Context: an optimization exercise on an open-source flow, tuned for small area, a short achievable clock period and few clock cycles. The choices shown serve that exercise and are no tape-out recipe.
The RTL was checked by simulation tests, not by an equivalence proof against the original design.
Power figures rest on the tool's default switching activity, not on a simulated workload.

--- design/flow/design.v ---
package cpu_pkg;
    localparam int data_w    = 8;
    localparam int instr_w   = 16;
    localparam int reg_count = 16;
    localparam int op_lsb  = 12;
    localparam int rd_lsb  = 8;
    localparam int rs1_lsb = 4;
    localparam int rs2_lsb = 0;
    typedef logic [3:0]        reg_addr_t;
    typedef logic [data_w-1:0] data_t;
    typedef enum logic [3:0] {
        op_nop  = 4'd0,
        op_add  = 4'd1,
        op_sub  = 4'd2,
        op_and  = 4'd3,
        op_or   = 4'd4,
        op_xor  = 4'd5,
        op_shl  = 4'd6,
        op_shr  = 4'd7,
        op_ldi  = 4'd8,
        op_mul  = 4'd9,
        op_in   = 4'd10,
        op_out  = 4'd11,
        op_halt = 4'd15
    } opcode_t;
    typedef enum logic {
        unit_alu,
        unit_mul
    } unit_t;
endpackage
module mult_unit (
    input  logic [7:0] a,
    input  logic [7:0] b,
    output logic [7:0] r0,
    output logic [7:0] r1,
    output logic [7:0] r2
);
    logic pp0_0, pp0_1, pp1_0, pp0_2, pp1_1, pp2_0, pp0_3, pp1_2, pp2_1, pp3_0, pp0_4, pp1_3, pp2_2, pp3_1, pp4_0, pp0_5, pp1_4, pp2_3, pp3_2, pp4_1, pp5_0, pp0_6, pp1_5, pp2_4, pp3_3, pp4_2, pp5_1, pp6_0, pp0_7, pp1_6, pp2_5, pp3_4, pp4_3, pp5_2, pp6_1, pp7_0;
    logic hs1, hc2, fs3, fc4, hs5, hc6, hs7, hc8, fs9, fc10, hs11, hc12, fs13, fc14, fs15, fc16, fs17, fc18, fs19, fc20, hs21, hc22, fs23, fc24, fs25, fc26, fs27, fc28, fs29, fc30;
    assign pp0_0 = a[0] & b[0];
    assign pp0_1 = a[0] & b[1];
    assign pp1_0 = a[1] & b[0];
    assign pp0_2 = a[0] & b[2];
    assign pp1_1 = a[1] & b[1];
    assign pp2_0 = a[2] & b[0];
    assign pp0_3 = a[0] & b[3];
    assign pp1_2 = a[1] & b[2];
    assign pp2_1 = a[2] & b[1];
    assign pp3_0 = a[3] & b[0];
    assign pp0_4 = a[0] & b[4];
    assign pp1_3 = a[1] & b[3];
    assign pp2_2 = a[2] & b[2];
    assign pp3_1 = a[3] & b[1];
    assign pp4_0 = a[4] & b[0];
    assign pp0_5 = a[0] & b[5];
    assign pp1_4 = a[1] & b[4];
    assign pp2_3 = a[2] & b[3];
    assign pp3_2 = a[3] & b[2];
    assign pp4_1 = a[4] & b[1];
    assign pp5_0 = a[5] & b[0];
    assign pp0_6 = a[0] & b[6];
    assign pp1_5 = a[1] & b[5];
    assign pp2_4 = a[2] & b[4];
    assign pp3_3 = a[3] & b[3];
    assign pp4_2 = a[4] & b[2];
    assign pp5_1 = a[5] & b[1];
    assign pp6_0 = a[6] & b[0];
    assign pp0_7 = a[0] & b[7];
    assign pp1_6 = a[1] & b[6];
    assign pp2_5 = a[2] & b[5];
    assign pp3_4 = a[3] & b[4];
    assign pp4_3 = a[4] & b[3];
    assign pp5_2 = a[5] & b[2];
    assign pp6_1 = a[6] & b[1];
    assign pp7_0 = a[7] & b[0];
    assign hs1 = pp0_6 ^ pp1_5;
    assign hc2 = pp0_6 & pp1_5;
    assign fs3 = pp0_7 ^ pp1_6 ^ pp2_5;
    assign fc4 = (pp0_7 & pp1_6) | (pp0_7 & pp2_5) | (pp1_6 & pp2_5);
    assign hs5 = pp3_4 ^ pp4_3;
    assign hc6 = pp3_4 & pp4_3;
    assign hs7 = pp0_4 ^ pp1_3;
    assign hc8 = pp0_4 & pp1_3;
    assign fs9 = pp0_5 ^ pp1_4 ^ pp2_3;
    assign fc10 = (pp0_5 & pp1_4) | (pp0_5 & pp2_3) | (pp1_4 & pp2_3);
    assign hs11 = pp3_2 ^ pp4_1;
    assign hc12 = pp3_2 & pp4_1;
    assign fs13 = hs1 ^ pp2_4 ^ pp3_3;
    assign fc14 = (hs1 & pp2_4) | (hs1 & pp3_3) | (pp2_4 & pp3_3);
    assign fs15 = pp4_2 ^ pp5_1 ^ pp6_0;
    assign fc16 = (pp4_2 & pp5_1) | (pp4_2 & pp6_0) | (pp5_1 & pp6_0);
    assign fs17 = hc2 ^ fs3 ^ hs5;
    assign fc18 = (hc2 & fs3) | (hc2 & hs5) | (fs3 & hs5);
    assign fs19 = pp5_2 ^ pp6_1 ^ pp7_0;
    assign fc20 = (pp5_2 & pp6_1) | (pp5_2 & pp7_0) | (pp6_1 & pp7_0);
    assign hs21 = pp0_3 ^ pp1_2;
    assign hc22 = pp0_3 & pp1_2;
    assign fs23 = hs7 ^ pp2_2 ^ pp3_1;
    assign fc24 = (hs7 & pp2_2) | (hs7 & pp3_1) | (pp2_2 & pp3_1);
    assign fs25 = hc8 ^ fs9 ^ hs11;
    assign fc26 = (hc8 & fs9) | (hc8 & hs11) | (fs9 & hs11);
    assign fs27 = fc10 ^ hc12 ^ fs13;
    assign fc28 = (fc10 & hc12) | (fc10 & fs13) | (hc12 & fs13);
    assign fs29 = fc14 ^ fc16 ^ fs17;
    assign fc30 = (fc14 & fc16) | (fc14 & fs17) | (fc16 & fs17);
    assign r0[0] = pp0_0;
    assign r1[0] = 1'b0;
    assign r2[0] = 1'b0;
    assign r0[1] = pp0_1;
    assign r1[1] = pp1_0;
    assign r2[1] = 1'b0;
    assign r0[2] = pp0_2;
    assign r1[2] = pp1_1;
    assign r2[2] = pp2_0;
    assign r0[3] = hs21;
    assign r1[3] = pp2_1;
    assign r2[3] = pp3_0;
    assign r0[4] = hc22;
    assign r1[4] = fs23;
    assign r2[4] = pp4_0;
    assign r0[5] = fc24;
    assign r1[5] = fs25;
    assign r2[5] = pp5_0;
    assign r0[6] = fc26;
    assign r1[6] = fs27;
    assign r2[6] = fs15;
    assign r0[7] = fc28;
    assign r1[7] = fs29;
    assign r2[7] = fs19;
endmodule
module cpu #(
    parameter int rob_depth = 8
) (
    input  logic                        clk,
    input  logic                        rst,
    input  logic [cpu_pkg::instr_w-1:0] instr,
    input  logic                        instr_valid,
    input  logic [15:0]                 sw,
    output logic                        stall,
    output cpu_pkg::data_t              led,
    output logic                        retire_valid,
    output cpu_pkg::reg_addr_t          retire_rd,
    output cpu_pkg::data_t              retire_value,
    output logic                        retire_write
);
    logic [3:0] op;
    logic       accept, halted;
    logic       uses1, uses2;
    assign op    = instr[15:12];
    assign uses2 = ((op != 4'd0) && (op <= 4'd7)) || (op == 4'd9);
    assign uses1 = uses2 || (op == 4'd11);
    cpu_pkg::data_t regs [cpu_pkg::reg_count];
    logic           d_valid, d_wait, d_write, d_mul;
    logic [3:0]     d_op, d_rd, d_rs1, d_rs2;
    logic           d_go;
    logic           f1_x1, f1_x2, f2_x1, f2_x2, f1_r, f2_r;
    logic           x1_valid, x1_write, x1_out, x1_mul;
    logic [3:0]     x1_rd;
    logic           x1_add, x1_sub, x1_and, x1_or, x1_xor, x1_shl, x1_shr, x1_ldi, x1_pass;
    cpu_pkg::data_t sum, dif;
    cpu_pkg::data_t x1_a, x1_b;
    cpu_pkg::data_t x1_ma, x1_mb;    
    cpu_pkg::data_t next_a, next_b, other_a, other_b;
    logic           fwd_a, fwd_b;
    cpu_pkg::data_t alu, mul_r0, mul_r1, mul_r2;
    logic           x2_valid, x2_write, x2_out;
    logic [3:0]     x2_rd;
    cpu_pkg::data_t x2_s, x2_c, x2_e, csa_s, csa_c, result;
    logic           r_valid, r_write, r_out;
    logic [3:0]     r_rd;
    cpu_pkg::data_t r_value;
    assign stall  = halted || d_wait;
    assign accept = instr_valid && !stall && !rst;
    assign d_go   = d_valid && !d_wait;
    assign d_write = (d_op != 4'd0) && (d_op <= 4'd10);
    assign d_mul   = (d_op == 4'd9);
    always_ff @(posedge clk) begin
        if (rst) begin
            halted   <= 1'b0;
            d_valid  <= 1'b0;
            d_wait   <= 1'b0;
            x1_valid <= 1'b0;
            x2_valid <= 1'b0;
            r_valid  <= 1'b0;
            led      <= 8'd0;
        end else begin
            if (accept && (op == 4'd15)) halted <= 1'b1;
            if (!d_wait) d_valid <= accept;
            d_wait   <= accept && d_valid && d_mul &&
                        ((uses1 && (d_rd == instr[7:4])) || (uses2 && (d_rd == instr[3:0])));
            x1_valid <= d_go;
            x2_valid <= x1_valid;
            r_valid  <= x2_valid;
            if (r_valid && r_out) led <= r_value;
        end
    end
    always_ff @(posedge clk) begin
        if (!d_wait) begin
            d_op    <= op;
            d_rd    <= instr[11:8];
            d_rs1   <= instr[7:4];
            d_rs2   <= instr[3:0];
        end
    end
    assign f1_x1 = x1_valid && x1_write && (x1_rd == d_rs1);
    assign f2_x1 = x1_valid && x1_write && (x1_rd == d_rs2);
    assign f1_x2 = x2_valid && x2_write && (x2_rd == d_rs1);
    assign f2_x2 = x2_valid && x2_write && (x2_rd == d_rs2);
    assign f1_r  = r_valid && r_write && (r_rd == d_rs1);
    assign f2_r  = r_valid && r_write && (r_rd == d_rs2);
    always_comb begin
        if (d_op == 4'd10)  other_a = sw[7:0];
        else if (f1_x2)     other_a = result;
        else if (f1_r)      other_a = r_value;
        else                other_a = regs[d_rs1];
        if (d_op == 4'd8)   other_b = {d_rs1, d_rs2};
        else if (f2_x2)     other_b = result;
        else if (f2_r)      other_b = r_value;
        else                other_b = regs[d_rs2];
    end
    assign fwd_a = f1_x1 && (d_op != 4'd10);
    assign fwd_b = f2_x1 && (d_op != 4'd8);
    function automatic cpu_pkg::data_t pick(input logic f, input cpu_pkg::data_t other);
        pick = ({8{f && x1_add}}  & sum) |
               ({8{f && x1_sub}}  & dif) |
               ({8{f && x1_and}}  & (x1_a & x1_b)) |
               ({8{f && x1_or}}   & (x1_a | x1_b)) |
               ({8{f && x1_xor}}  & (x1_a ^ x1_b)) |
               ({8{f && x1_shl}}  & (x1_a << x1_b[2:0])) |
               ({8{f && x1_shr}}  & (x1_a >> x1_b[2:0])) |
               ({8{f && x1_ldi}}  & x1_b) |
               ({8{f && x1_pass}} & x1_a) |
               ({8{!f}}           & other);
    endfunction
    assign next_a = pick(fwd_a, other_a);
    assign next_b = pick(fwd_b, other_b);
    always_ff @(posedge clk) begin
        x1_add   <= (d_op == 4'd1);
        x1_sub   <= (d_op == 4'd2);
        x1_and   <= (d_op == 4'd3);
        x1_or    <= (d_op == 4'd4);
        x1_xor   <= (d_op == 4'd5);
        x1_shl   <= (d_op == 4'd6);
        x1_shr   <= (d_op == 4'd7);
        x1_ldi   <= (d_op == 4'd8);
        x1_pass  <= (d_op == 4'd0) || (d_op >= 4'd10);
        x1_rd    <= d_rd;
        x1_write <= d_write;
        x1_out   <= (d_op == 4'd11);
        x1_mul   <= d_mul;
        x1_a     <= next_a;
        x1_b     <= next_b;
        x1_ma    <= next_a;
        x1_mb    <= next_b;
    end
    assign sum = x1_a + x1_b;
    assign dif = x1_a - x1_b;
    assign alu = ({8{x1_add}}  & sum) |
                 ({8{x1_sub}}  & dif) |
                 ({8{x1_and}}  & (x1_a & x1_b)) |
                 ({8{x1_or}}   & (x1_a | x1_b)) |
                 ({8{x1_xor}}  & (x1_a ^ x1_b)) |
                 ({8{x1_shl}}  & (x1_a << x1_b[2:0])) |
                 ({8{x1_shr}}  & (x1_a >> x1_b[2:0])) |
                 ({8{x1_ldi}}  & x1_b) |
                 ({8{x1_pass}} & x1_a);
    mult_unit mul_inst (.a(x1_ma), .b(x1_mb), .r0(mul_r0), .r1(mul_r1), .r2(mul_r2));
    always_ff @(posedge clk) begin
        x2_s     <= x1_mul ? mul_r0 : alu;
        x2_c     <= x1_mul ? mul_r1 : 8'd0;
        x2_e     <= x1_mul ? mul_r2 : 8'd0;
        x2_rd    <= x1_rd;
        x2_write <= x1_write;
        x2_out   <= x1_out;
    end
    assign csa_s  = x2_s ^ x2_c ^ x2_e;
    assign csa_c  = {(x2_s[6:0] & x2_c[6:0]) | (x2_s[6:0] & x2_e[6:0]) | (x2_c[6:0] & x2_e[6:0]), 1'b0};
    assign result = csa_s + csa_c;
    always_ff @(posedge clk) begin
        for (int i = 0; i < cpu_pkg::reg_count; i++) begin
            if (rst || (r_valid && r_write && (r_rd == 4'(i)))) begin
                regs[i] <= rst ? 8'd0 : r_value;
            end
        end
    end
    always_ff @(posedge clk) begin
        r_value <= result;
        r_rd    <= x2_rd;
        r_write <= x2_write;
        r_out   <= x2_out;
    end
    assign retire_valid = r_valid;
    assign retire_rd    = r_rd;
    assign retire_value = r_value;
    assign retire_write = r_write;
endmodule
--- design/flow/run.sh ---
#!/bin/bash
# synth_recipe.tcl (not shown) runs the flow's synth.tcl, then flattens the netlist and writes it again
# the make line also repeats each setting of config.mk as NAME=value (left out here)
make -C /OpenROAD-flow-scripts/flow DESIGN_CONFIG=/design/flow/config.mk WORK_HOME=/design/flow/orfs CLKGATE_MAP_FILE= SYNTH_SCRIPT=/design/flow/synth_recipe.tcl finish
--- design/flow/config.mk ---
export PLATFORM = sky130hd
export DESIGN_NAME = cpu
export DESIGN_NICKNAME = cpu
export VERILOG_FILES = /design/flow/design.v
export SDC_FILE = /design/flow/constraint.sdc
export NUM_CORES = 4
export LEC_CHECK = 0
export ABC_AREA = 1
export CAP_MARGIN = 0
export CORE_MARGIN = 2
export CORE_UTILIZATION = 40
export SETUP_SLACK_MARGIN = 3.2
export SLEW_MARGIN = 0
--- design/flow/constraint.sdc ---
create_clock -name core_clock -period 5.5 [get_ports {clk}]
set_input_delay 1.1000 -clock core_clock [delete_from_list [all_inputs] [get_ports {clk}]]
set_output_delay 1.1000 -clock core_clock [all_outputs]
set_load 0.01 [all_outputs]
==> key figures, run 1 <==
GRT
  • Met3 usage: 3.436%
  • Pin count of the biggest net entering global routing: 23
  • First-pass GRT wire length: 63,120 microns
  • Vias in the first global route: 10,730
  • GR peak layer: met2
  • Total GRT Usage: 25.17%
  • Grt met2 use: 40.98%
  • Gr ovfl total: 0
  • Initial antenna violation count: 0
  • Met1 Usage GRT: 34.89%

Floorplan
  • I/O pin total: 58
  • Die area: 32,450 sq um
  • # rows: 64
  • Die Y: 180.1 microns
  • Initial core utilization: 40.57%
  • Placeable Area: 30,590 sq um
  • Die width: 180.1 microns

Yosys
  • Syn Nets: 1,659
  • Share of flip-flops with an asynchronous set or reset: 0%
  • Area leader, netlist: edfxtp_1
  • Top post-synthesis cells by count: 570 x nand2_1, 182 x nor2_1, 151 x inv_1
  • Top-count cell post-synth: nand2_1
  • FF+latch count, synth: approximately 230
  • Sequential area share after synthesis: 48.88%
  • Top cells by area, synth: edfxtp_1 35%, nand2_1 17%, dfxtp_1 14%, nor2_1 5.5%, inv_1 4.6%
  • Yosys warnings: 2
  • Post-synthesis cell count: 1,574
  • Mapped Area: 12,410 sq um
  • Syn avg cell area: 7.885 sq um
  • Yosys top cell area share: 34.84%
  • EDFF count, synth: 144
  • Synth cell types: 40
  • Most used flip-flop cell after synthesis: edfxtp_1

Setup path
  • CP max stage delay: between 500 and 600 ps
  • CP startpoint: x2_s[2]
  • Startpoint Class: flip-flop
  • Reg2reg start: x2_s[2]
  • CP cell instances: fa_1 -> ha_4 -> fa_2 -> nand3_2 -> nand2_4 -> xor2_4 -> a21oi_1 -> nand2_1 -> nand2_2 -> nand2_1
  • Critical path required time: slightly below 6000 ps
  • CP max FO: 3
  • Worst EP arrival: 2750 ps
  • CP Buf/Inv Count: 0
  • R2R Setup Slk: between 3000 and 4000 ps
  • Crit path depth: 10
  • R2R cell count: 10
  • RR Endpoint: x1_mb[6]
  • CP Capture Type: flip-flop
  • Crit-path slowest cell: fa_1
  • Crit Path Category: reg2reg
  • Most frequent CP cell: nand2_1
  • CP endpoint: x1_mb[6]
  • Crit-path leading delay family: adder cells

Layout
  • Layout Cell Area excl Fill: 15,160 sq um
  • Final nets: 1,761
  • Ant diodes: 0
  • Area growth, synth to finish: 22.14%
  • Share of cells above drive strength 1: 15.50%
  • Finished Layout Cells: 2,093

Timing
  • Setup TNS: 0 ps
  • WHS: 327.6 ps
  • Max_slew headroom: 30.82%
  • Fin. Hold Viols: 0
  • Endpoints failing setup: 0
  • Layout Skew: around 26 ps
  • Max frequency: 432.8 MHz
  • Count of pins over their slew limit: 0
  • RSZ-0062 raised after global routing: true
  • Worst Tran Pin Value: 1031 ps
  • Min cycle time layout: 2311 ps
  • Crit share post-route: a little over two fifths

CTS
  • CTS buffer count: 27
  • H-Tree Depth: 1
  • Root Buffer: clkbuf_16
  • Longest Clk Path Bufs: 3
  • # hold bufs at CTS: 0
  • TritonCTS clock tree: done
  • CTS sink count: 231
  • Worst-path clk slew: 60 ps
  • Clock Latency Late Sink: 570 ps

Routing
  • Detailed Routing Iterations Pass 1: 5
  • Via/cell ratio: approximately 5.4
  • Routed vias: about 11,000
  • Routed WL per cell: 19.98 microns
  • Final wirelength: 41,830 microns
  • Initial DRC count: around 1,100
  • Remaining antenna violation count: 0
  • DR DRC count: 0

Placed design
  • IO buf count: 49
  • Placed Instances: 2,000
  • Dpl hpwl: about 31,000 microns
  • Placed cell area: 13,340 sq um
  • Final GP Congestion: around 0.97

Worst hold path
  • Min-delay worst type: reg2reg
  • WHS Path Cells: 0

Power and ir drop
  • Power Density: 354.6 nW/um^2
  • Final Power: 5.374 mW
  • Leakage: 6.787 nW
  • Maximum vdd drop: 0.2776 mV

Job
  • Number of max-cap violations: 0

Run status
  • Status: complete, no violations
## power by group
group / switching [mW] / leakage [nW] / internal [mW]
clock network: 0.739 / 0.461 / 1.12
registers: 0.192 / 2.21 / 2.12
logic: 0.792 / 4.11 / 0.406
total: 1.72 / 6.79 / 3.65
## logic make-up (layout without fill, tap and decap cells)
logic type / count (synthesis) / after routing / synth area share, %
xor+xnor: 32 / 32 / 2.258
compound gates: 231 / 231 / 10.06
flops: 231 / 231 / 48.88
mux: 2 / 2 / 0.1613
fa+ha+maj: 50 / 50 / 5.827
buf+inv: 185 / 308 / 5.878
simple gates: 843 / 843 / 26.94
## final cells by class
class	count	area, sq um
fill	2933	15430
sequential	231	6137
multi-input combinational	1158	6088
timing repair buffer	99	884.6
clock buffer	38	770.7
inverter	158	618.1
tap	396	495.5
clock inverter	12	156.4
timing repair inverter	1	7.507
## sequential cells by signal (all words and copies together), names as in the netlist, 4 cells and up
signal,cells
regs,128
led,8
r_value,8
x1_ma,8
x1_mb,8
x2_s,8
x2_c,7
x2_e,6
d_op,4
d_rd,4
d_rs1,4
d_rs2,4
r_rd,4
x1_rd,4
x2_rd,4
## layer usage
layer / up-vias / share of wire [%]
met1: 5369 / 44
met5: - / 0
met3: 92 / 6.8
met4: 0 / 3.4
li1: 5332 / -
met2: 487 / 46
## cell usage in the layout (no fill, tap or decap), drive strengths merged, types with 6 or more instances in the layout
master,instances
clkinvlp,6
clkdlybuf4s15,16
clkbuf,44
edfxtp,144
clkinv,6
xor2,15
nand3,65
nand2,570
nor2,188
clkdlybuf4s50,25
fa,13
o21ai,125
xnor2,17
inv,156
buf,52
dfxtp,87
o22ai,17
ha,37
nand4,10
a211oi,6
a21oi,62
## worst min path at each step
stage                       from  endpoint  slack, ps
final                     x1_out    x2_out        330
after global routing      x2_out     r_out        340
after CTS                 x1_out    x2_out        330
after detailed placement  x2_out     r_out        320
after global placement    x1_out    x2_out        310
after floorplan           x2_out     r_out        310
## worst reg2reg max path, delay by kind of cell (launching register included)
| family | cells | cell delay [ps] |
|---|---|---|
| fa+ha+maj | 3 | 1100 |
| simple gates | 5 | 440 |
| flops | 1 | 320 |
| xor+xnor | 1 | 220 |
| compound gates | 1 | 130 |
## what timing repair did
item                                    in CTS  in global routing
cloned                                       1                  0
endpoints found under the setup margin     248                 62
setup buffers                               10                 32
hold endpoints to repair                     0                  0
gates resized for setup                    157                108
pin swaps                                    8                 25
## per-stage QoR
stage / utilization (%) / setup WS (ps)
floorplan: - / 3345
CTS: 47.80 / 3195
finish: 49.55 / 3189
global route: 49.55 / 3152
detailed placement: 43.60 / 1625
global placement: 43.60 / 1676
Testbench counts, summed over its fixed seeds: cycles 4,663.
==> run 2, diff against run 1 <==
--- a/design/flow/config.mk
+++ b/design/flow/config.mk
@@ -9,5 +9,5 @@
 export CAP_MARGIN = 0
 export CORE_MARGIN = 2
-export CORE_UTILIZATION = 40
+export CORE_UTILIZATION = 50
 export SETUP_SLACK_MARGIN = 3.2
 export SLEW_MARGIN = 0
==> run 2 against run 1 <==
Effect of this change:
- via count barely moved
- still clean
- global-route usage rose by 6.3 points
- critical path type is now reg2out
- sequential share of layout area rose by 0.60 points
- highest routed layer unchanged
==> key figures, run 2 <==
Layout
  • Commonest non-fill, non-tap cell in the layout: nand2_1
  • Layout Cell Area excl Fill: 14,900 sq um (-1.7%)
  • Area growth, synth to finish: 20.07%
  • Finished Layout Cells: 2,018 (-3.6%)
  • Most frequent cells in the layout: 551 x nand2_1, 148 x nor2_1, 145 x inv_1, 144 x edfxtp_1, 90 x o21ai_0
  • Share of cells above drive strength 1: 13.28% (-2.2 points)
  • Ant diodes: 0 (unchanged)
  • Largest register FFs: 128 (unchanged)
  • Most flops, register: regs
  • Final core occ: 61.27% (+12 points)
  • Fillers: 2,237 (-24%)
  • Final nets: 1,760 (-0.057%)

Floorplan
  • Die Y: 161.5 microns (-10%)
  • Placeable Area: 24,320 sq um (-20%)
  • Die width: 161.5 microns (-10%)
  • Die area: 26,100 sq um (-20%)
  • # rows: 57 (-11%)
  • I/O pin total: 58 (unchanged)
  • Initial core utilization: 51.03% (+10 points)

Worst hold path
  • Hold endpoint: x2_out
  • Hold path start: x1_out
  • WHS Path Cells: 0 (unchanged)
  • Min-delay worst type: reg2reg

Yosys
  • Top post-synthesis cells by count: 570 x nand2_1, 182 x nor2_1, 151 x inv_1
  • FF+latch count, synth: 231 (unchanged)
  • Yosys top cell area share: 34.84% (unchanged)
  • Syn avg cell area: 7.885 sq um (unchanged)
  • Synth cell types: 40 (unchanged)
  • Area leader, netlist: edfxtp_1
  • Top cells by area, synth: edfxtp_1 35%, nand2_1 17%, dfxtp_1 14%, nor2_1 5.5%, inv_1 4.6%
  • Post-synthesis cell count: 1,574 (unchanged)
  • Top-count cell post-synth: nand2_1
  • EDFF count, synth: 144 (unchanged)
  • Most used flip-flop cell after synthesis: edfxtp_1
  • Share of flip-flops with an asynchronous set or reset: 0% (unchanged)
  • Yosys warnings: 2 (unchanged)
  • Syn Nets: 1,659 (unchanged)
  • Mapped Area: 12,410 sq um (unchanged)
  • Sequential area share after synthesis: 48.88% (unchanged)

GRT
  • Initial antenna violation count: 0 (unchanged)
  • Total GRT Usage: 31.51% (+6.3 points)
  • Gr ovfl total: 0 (unchanged)
  • Pin count of the biggest net entering global routing: 22 (-4.3%)
  • First-pass GRT wire length: 62,030 microns (-1.7%)
  • Vias in the first global route: 10,719 (-0.10%)

CTS
  • Longest Clk Path Bufs: 3 (unchanged)
  • Root Buffer: clkbuf_16
  • TritonCTS clock tree: done
  • Clock Latency Late Sink: 530 ps (-40 ps)
  • CTS buffer count: 25 (-7.4%)
  • CTS sink count: 231 (unchanged)
  • H-Tree Depth: 1 (unchanged)
  • Worst-path clk slew: 60 ps (about the same)
  • # hold bufs at CTS: 0 (unchanged)

Power and ir drop
  • Leakage: 6.732 nW (-0.81%)
  • Maximum vdd drop: 0.3689 mV (+33%)
  • Final Power: 5.134 mW (-4.5%)
  • Power Density: 344.6 nW/um^2 (-2.8%)

Setup path
  • Startpoint Class: flip-flop
  • RR Endpoint: x1_mb[4]
  • CP max FO: 6 (+3)
  • Critical path required time: 4400 ps (-1540 ps)
  • Crit-path leading delay family: flip-flops
  • Crit Path Category: reg2out
  • CP Capture Type: output pin
  • R2R cell count: 13 (+3)
  • CP Buf/Inv Count: 1 (+1)
  • R2R Setup Slk: 3250 ps (+60 ps)
  • Worst EP arrival: 1180 ps (-1570 ps)
  • CP cell instances: clkdlybuf4s15_2
  • CP max stage delay: 410 ps (-120 ps)
  • Crit-path slowest cell: dfxtp_4
  • Reg2reg start: d_rs2[0]

Timing
  • Crit share post-route: 41.45% (-0.57 points)
  • RSZ-0062 raised after global routing: true
  • WHS: 332.6 ps (+4.976 ps)
  • Max frequency: 438.7 MHz (+1.4%)
  • Max_slew headroom: 50.63% (+20 points)
  • Smallest setup slack after layout: 3220 ps (+31.24 ps)
  • Layout Skew: 17.24 ps (-8.931 ps)
  • Setup TNS: 0 ps (unchanged)
  • Fin. Hold Viols: 0 (unchanged)
  • Worst Tran Pin Value: 739.5 ps (-292.0 ps)
  • Min cycle time layout: 2280 ps (-31.24 ps)
  • Endpoints failing setup: 0 (unchanged)
  • Count of pins over their slew limit: 0 (unchanged)

Routing
  • Final wirelength: 41,310 microns (-1.2%)
  • DR DRC count: 0 (unchanged)
  • Remaining antenna violation count: 0 (unchanged)
  • Routed WL per cell: 20.47 microns (+2.4%)
  • Detailed Routing Iterations Pass 1: 6 (+1)
  • Initial DRC count: 1,205 (+9.8%)
  • Via/cell ratio: 5.587 (+3.7%)
  • Routed vias: 11,274 (-0.053%)

Placed design
  • Pre-CTS WS: 2000 ps (+375.1 ps)
  • Placed Instances: 1,930 (-3.5%)
  • Dpl hpwl: 30,550 microns (about the same)
  • IO buf count: 49 (unchanged)
  • Placed cell area: 13,260 sq um (-0.60%)
  • Final GP Congestion: 0.9812 (+1.5%)

Job
  • Number of max-cap violations: 0 (unchanged)

Run status
  • Status: complete, no violations
-- run 2: cell counts after synthesis --
Identical to the previous run, type by type.
-- run 2: per-layer routing --
layer	global-route usage, %	wire, microns	vias to the layer above
met5	0	0	-
met4	9.456	1361	0
met3	3.929	3709	107
met2	48.97	18530	531
met1	46.32	17720	5305
li1	-	-	5331
-- run 2: timing repair --
item,in CTS,in global routing
setup endpoints to repair,256,174
resized for setup,136,75
setup buffers,6,35
endpoints found under the hold margin,0,0
pin swaps,0,12
gates cloned,1,0
-- run 2: cells by family (layout without fill, tap and decap cells) --
kind of cell | after synthesis | after routing | synth area share (%)
muxes | 2 | 2 | 0.1613
DFF | 231 | 231 | 48.88
and+or+nand+nor | 843 | 843 | 26.94
buffers and inverters | 185 | 305 | 5.878
xor gates and xnor gates | 32 | 32 | 2.258
AOI/OAI and AO/OA | 231 | 231 | 10.06
adders and majority gates | 50 | 50 | 5.827
-- run 2: worst register-to-register path: cells and delay by family (launching register included) --
family                 cells  cell delay (ps)
AO/OA/AOI/OAI              1              180
flip-flops                 1              550
AND/OR/NAND/NOR           11             1200
buffers and inverters      1              210
-- run 2: worst max path at each step --
| stage | from | endpoint | slack [ps] | cells past startpoint |
|---|---|---|---|---|
| CTS | rst | regs[15][4] | 3160 | 4 |
| finish | r_rd[2] | retire_rd[2] | 3220 | 1 |
| floorplan | x1_mb[1] | x1_ma[6] | 3340 | 14 |
| global route | d_rs2[0] | x1_mb[2] | 3180 | 13 |
| global placement | x1_mb[1] | x2_s[6] | 2020 | 13 |
| detailed placement | x1_mb[1] | x2_s[6] | 2000 | 13 |
-- run 2: final cells by class --
type	instances	area [sq um]	share of cell area (%)
Clock buffer	30	675.6	4.534
Clock inverter	16	133.9	0.8984
Inverter	158	618.1	4.148
Multi-Input combinational cell	1158	6026	40.44
Sequential cell	231	6123	41.09
Tap cell	324	405.4	2.720
Timing Repair Buffer	100	912.1	6.121
Timing Repair inverter	1	7.507	0.05038
-- run 2: power breakdown --
part	internal [mW]	total, mW	leakage, nW	switching, mW
registers	2.12	2.31	2.21	0.197
clock network	0.970	1.65	0.406	0.682
logic	0.401	1.17	4.12	0.769
total	3.49	5.13	6.73	1.65
==> run 3, diff against run 2 <==
--- a/design/flow/design.v
+++ b/design/flow/design.v
@@ -145,5 +145,5 @@
 );
     logic [3:0] op;
-    logic       accept, halted;
+    logic       accept, halted, wait_next;
     logic       uses1, uses2;
     assign op    = instr[15:12];
@@ -170,12 +170,14 @@
     logic [3:0]     r_rd;
     cpu_pkg::data_t r_value;
-    assign stall  = halted || d_wait;
+    assign halted = stall && !d_wait;
     assign accept = instr_valid && !stall && !rst;
     assign d_go   = d_valid && !d_wait;
+    assign wait_next = accept && d_valid && d_mul &&
+                       ((uses1 && (d_rd == instr[7:4])) || (uses2 && (d_rd == instr[3:0])));
     assign d_write = (d_op != 4'd0) && (d_op <= 4'd10);
     assign d_mul   = (d_op == 4'd9);
     always_ff @(posedge clk) begin
         if (rst) begin
-            halted   <= 1'b0;
+            stall    <= 1'b0;
             d_valid  <= 1'b0;
             d_wait   <= 1'b0;
@@ -185,8 +187,7 @@
             led      <= 8'd0;
         end else begin
-            if (accept && (op == 4'd15)) halted <= 1'b1;
+            stall    <= halted || (accept && (op == 4'd15)) || wait_next;
             if (!d_wait) d_valid <= accept;
-            d_wait   <= accept && d_valid && d_mul &&
-                        ((uses1 && (d_rd == instr[7:4])) || (uses2 && (d_rd == instr[3:0])));
+            d_wait   <= wait_next;
             x1_valid <= d_go;
             x2_valid <= x1_valid;
--- a/design/flow/config.mk
+++ b/design/flow/config.mk
@@ -7,7 +7,7 @@
 export LEC_CHECK = 0
 export ABC_AREA = 1
-export CAP_MARGIN = 0
+export CAP_MARGIN = 20
 export CORE_MARGIN = 2
-export CORE_UTILIZATION = 50
+export CORE_UTILIZATION = 40
 export SETUP_SLACK_MARGIN = 3.2
-export SLEW_MARGIN = 0
+export SLEW_MARGIN = 20
==> run 3 against run 2 <==
Effect of this change:
- still clean
- routed wire length about the same
- worst hold slack worse by 4.0 ps
- sequential power about the same
- clock power up 13%
- register-to-register slack worse by 40 ps
- worst setup slack lost 9.3 ps
- fmax down 0.41%
- global-route usage shrank 6.7 points
==> key figures, run 3 <==
Placed design
  • Placed cell area: 13,420 sq um (+1.2%)
  • IO buf count: 49 (unchanged)
  • Final GP Congestion: 1.065 (+8.6%)
  • Dpl hpwl: 29,720 microns (-2.7%)
  • Pre-CTS WS: 1922 ps (-78.52 ps)

Routing
  • DR DRC count: 0 (unchanged)
  • Via/cell ratio: 5.438 (-2.7%)
  • Remaining antenna violation count: 0 (unchanged)
  • Initial DRC count: 1,210 (+0.41%)
  • Final wirelength: 41,320 microns (about the same)
  • Routed vias: 11,484 (+1.9%)
  • Detailed Routing Iterations Pass 1: 8 (+2)
  • Routed WL per cell: 19.56 microns (-4.4%)

Power and ir drop
  • Sequential share of power: 43.0% (-2.1 points)
  • Switch Pwr: 1.735 mW (+5.3%)
  • Comb power frac: 22.4% (-0.4 points)
  • Clock power frac: 34.6% (+2.4 points)
  • Switch share: 32.18% (+0.094 points)
  • Maximum vdd drop: 0.3107 mV (-16%)
  • Leakage: 6.857 nW (+1.9%)
  • Final Power: 5.391 mW (+5.0%)
  • Power Density: 355.2 nW/um^2 (+3.1%)
  • P_int: 3.656 mW (+4.8%)

Setup path
  • CP max FO: 3 (-3)
  • R2R cell count: 11 (-2)
  • CP Capture Type: flip-flop
  • Crit Path Category: reg2reg
  • Worst EP arrival: 2740 ps (+1560 ps)
  • RR Endpoint: x1_ma[7]
  • R2R Setup Slk: 3210 ps (-40 ps)
  • Critical path required time: 5950 ps (+1550 ps)
  • Reg2reg start: x2_s[3]
  • Startpoint Class: flip-flop

Yosys
  • EDFF count, synth: 144 (unchanged)
  • FF+latch count, synth: 231 (unchanged)
  • Post-synthesis cell count: 1,595 (+1.3%)
  • Syn avg cell area: 7.815 sq um (-0.89%)
  • Yosys top cell area share: 34.69% (-0.15 points)
  • Area leader, netlist: edfxtp_1
  • Sequential area share after synthesis: 48.66% (-0.21 points)
  • Yosys warnings: 2 (unchanged)
  • Share of flip-flops with an asynchronous set or reset: 0% (unchanged)
  • Synth cell types: 37 (-7.5%)
  • Most used flip-flop cell after synthesis: edfxtp_1
  • Top post-synthesis cells by count: 588 x nand2_1, 176 x nor2_1, 155 x inv_1
  • Mapped Area: 12,460 sq um (+0.43%)
  • Top cells by area, synth: edfxtp_1 35%, nand2_1 18%, dfxtp_1 14%, nor2_1 5.3%, inv_1 4.7%
  • Top-count cell post-synth: nand2_1
  • Syn Nets: 1,680 (+1.3%)

Floorplan
  • Die area: 32,590 sq um (+25%)
  • I/O pin total: 58 (unchanged)
  • Placeable Area: 30,670 sq um (+26%)
  • # rows: 64 (+12%)
  • Initial core utilization: 40.64% (-10 points)
  • Die width: 180.5 microns (+12%)
  • Die Y: 180.5 microns (+12%)

GRT
  • First-pass GRT wire length: 62,330 microns (+0.48%)
  • Vias in the first global route: 10,819 (+0.93%)
  • Pin count of the biggest net entering global routing: 21 (-4.5%)
  • Gr ovfl total: 0 (unchanged)
  • Initial antenna violation count: 2 (+2)
  • Total GRT Usage: 24.77% (-6.7 points)

Timing
  • Fin. Hold Viols: 0 (unchanged)
  • Setup TNS: 0 ps (unchanged)
  • Worst Tran Pin Value: 943.1 ps (+203.6 ps)
  • Layout Skew: 17.34 ps (+0.1055 ps)
  • Count of pins over their slew limit: 0 (unchanged)
  • Endpoints failing setup: 0 (unchanged)
  • Max frequency: 436.9 MHz (-0.41%)
  • Crit share post-route: 41.62% (+0.17 points)
  • Min cycle time layout: 2289 ps (+9.340 ps)
  • Max_slew headroom: 37.06% (-14 points)
  • Smallest setup slack after layout: 3211 ps (-9.340 ps)
  • RSZ-0062 raised after global routing: true

CTS
  • CTS sink count: 231 (unchanged)
  • # hold bufs at CTS: 0 (unchanged)
  • H-Tree Depth: 1 (unchanged)
  • CTS buffer count: 26 (+4.0%)
  • Clock Latency Late Sink: 570 ps (+40 ps)
  • Worst-path clk slew: 60 ps (about the same)
  • TritonCTS clock tree: done
  • Longest Clk Path Bufs: 3 (unchanged)
  • Root Buffer: clkbuf_16

Worst hold path
  • Min-delay worst type: reg2reg
  • Hold path start: x2_out
  • WHS Path Cells: 0 (unchanged)
  • Hold endpoint: r_out

Layout
  • Ant diodes: 0 (unchanged)
  • Final nets: 1,781 (+1.2%)
  • Largest register FFs: 128 (unchanged)
  • Most flops, register: regs
  • Area growth, synth to finish: 21.77%
  • Share of cells above drive strength 1: 14.16% (+0.88 points)
  • Commonest non-fill, non-tap cell in the layout: nand2_1
  • Most frequent cells in the layout: 574 x nand2_1, 152 x nor2_1, 151 x inv_1, 144 x edfxtp_1, 92 x o21ai_0
  • Layout Cell Area excl Fill: 15,180 sq um (+1.9%)

Run status
  • Status: complete, no violations

Job
  • Number of max-cap violations: 0 (unchanged)
==> run 3: how the worst max path moves through the flow <==
stage / start / slack (ps) / to / cells past startpoint
after detailed placement: rst / 1920 / regs[13][3] / 4
after global routing: d_rs2[3] / 3060 / x1_mb[4] / 11
after floorplan: x2_s[2] / 3350 / x1_mb[6] / 10
after global placement: rst / 1980 / regs[6][2] / 4
final: x2_s[3] / 3210 / x1_ma[7] / 11
after CTS: r_value[6] / 3200 / retire_value[6] / 1
==> run 3: routing by layer <==
| layer | vias to the layer above | wire length [microns] | GRT usage, % |
|---|---|---|---|
| li1 | 5389 | - | - |
| met1 | 5353 | 17450 | 33.96 |
| met2 | 600 | 18640 | 39.40 |
| met3 | 142 | 3336 | 4.143 |
| met4 | 0 | 1899 | 9.290 |
| met5 | - | 0 | 0 |
==> run 3: worst max-delay path, cell delays in order (launching register included) <==
cell and delay, ps:
dfxtp_1 330, fa_2 630, ha_1 240, nand2_1 70
inv_1 70, nand3_1 110, nand3_2 120, or2_4 280
nand3_1 100, nand3_2 110, nand2_1 90, nand2_1 40
==> run 3: final cells by class <==
| type | instances | area [sq um] |
|---|---|---|
| sequential | 231 | 6142 |
| fill | 2976 | 15490 |
| clock inverter | 20 | 267.8 |
| timing repair inverter | 2 | 12.51 |
| inverter | 162 | 621.8 |
| tap | 396 | 495.5 |
| multi-input combinational | 1175 | 6080 |
| timing repair buffer | 98 | 900.9 |
| clock buffer | 28 | 658.1 |
==> run 3: stage by stage <==
stage	std cells	utilization, %	hold WS, ps
after detailed placement	2025	43.76	313.5
after global placement	2025	43.74	312.0
final	2112	49.49	328.6
after floorplan	1595	-	309.6
after CTS	2092	48.08	327.6
after global routing	2112	49.49	330.8
==> run 3: logic make-up after synthesis <==
kind of cell / share of synthesized area, %
AO/OA/AOI/OAI: 9.888
AND/OR/NAND/NOR: 27.63
buffers and inverters: 5.902
adder cells (fa/ha/maj): 5.802
XOR/XNOR: 2.108
flip-flops: 48.66
==> run 3: power by group through the flow <==
stage | Combinational, mW | Sequential, mW | Clock, mW
2_1_floorplan | 0.663 | 2.26 | 0
6_report | 1.21 | 2.32 | 1.87
3_5_place_dp | 1.03 | 2.35 | 0
5_1_grt | 1.32 | 2.34 | 1.96
3_3_place_gp | 1.02 | 2.35 | 0
4_1_cts | 1.08 | 2.32 | 1.90
==> run 3: timing repair <==
item                       CTS  global route
pin swaps                    4             8
setup endpoints to repair  191            29
buffers inserted            17            19
cloned                       2             1
resized for setup          143            80
Testbench counts of run 3, summed over its fixed seeds: cycles 4,663.

## re-timing with driven ports
How much do the figures lean on ideal ports? The routed layouts below were timed once more, with nothing changed but the port constraints. Step 1 (the two cells are an assumption about what drives the block):
set clk [get_ports {clk}]
set_driving_cell -lib_cell sky130_fd_sc_hd__clkbuf_16 $clk
set_driving_cell -lib_cell sky130_fd_sc_hd__buf_2 [delete_from_list [all_inputs] $clk]
Step 2 also shifts input and output timing later by t, the mid clock arrival at the registers, as if the neighbouring blocks saw the same clock. Three values: ideal ports, drivers, drivers and shift; two values: the first two.
run | shift t [ns] | setup slack, ns | clock arrival spread, ns | worst register clock-pin slew, ns | cell pins on the clock port's net
run 1 | 0.606 | 3.189 / 3.171 / 2.701 | 0.026 / 0.026 | 0.06 / 0.06 | 1
run 2 | 0.568 | 3.220 / 3.172 / 2.716 | 0.017 / 0.018 | 0.06 / 0.06 | 1
run 3 | 0.605 | 3.211 / 3.175 / 2.659 | 0.021 / 0.021 | 0.07 / 0.07 | 1
After both steps every run listed still meets setup and hold. For run 3, which loses most, drivers alone change the setup slack by -0.036 ns; drivers and shift together by -0.552 ns.
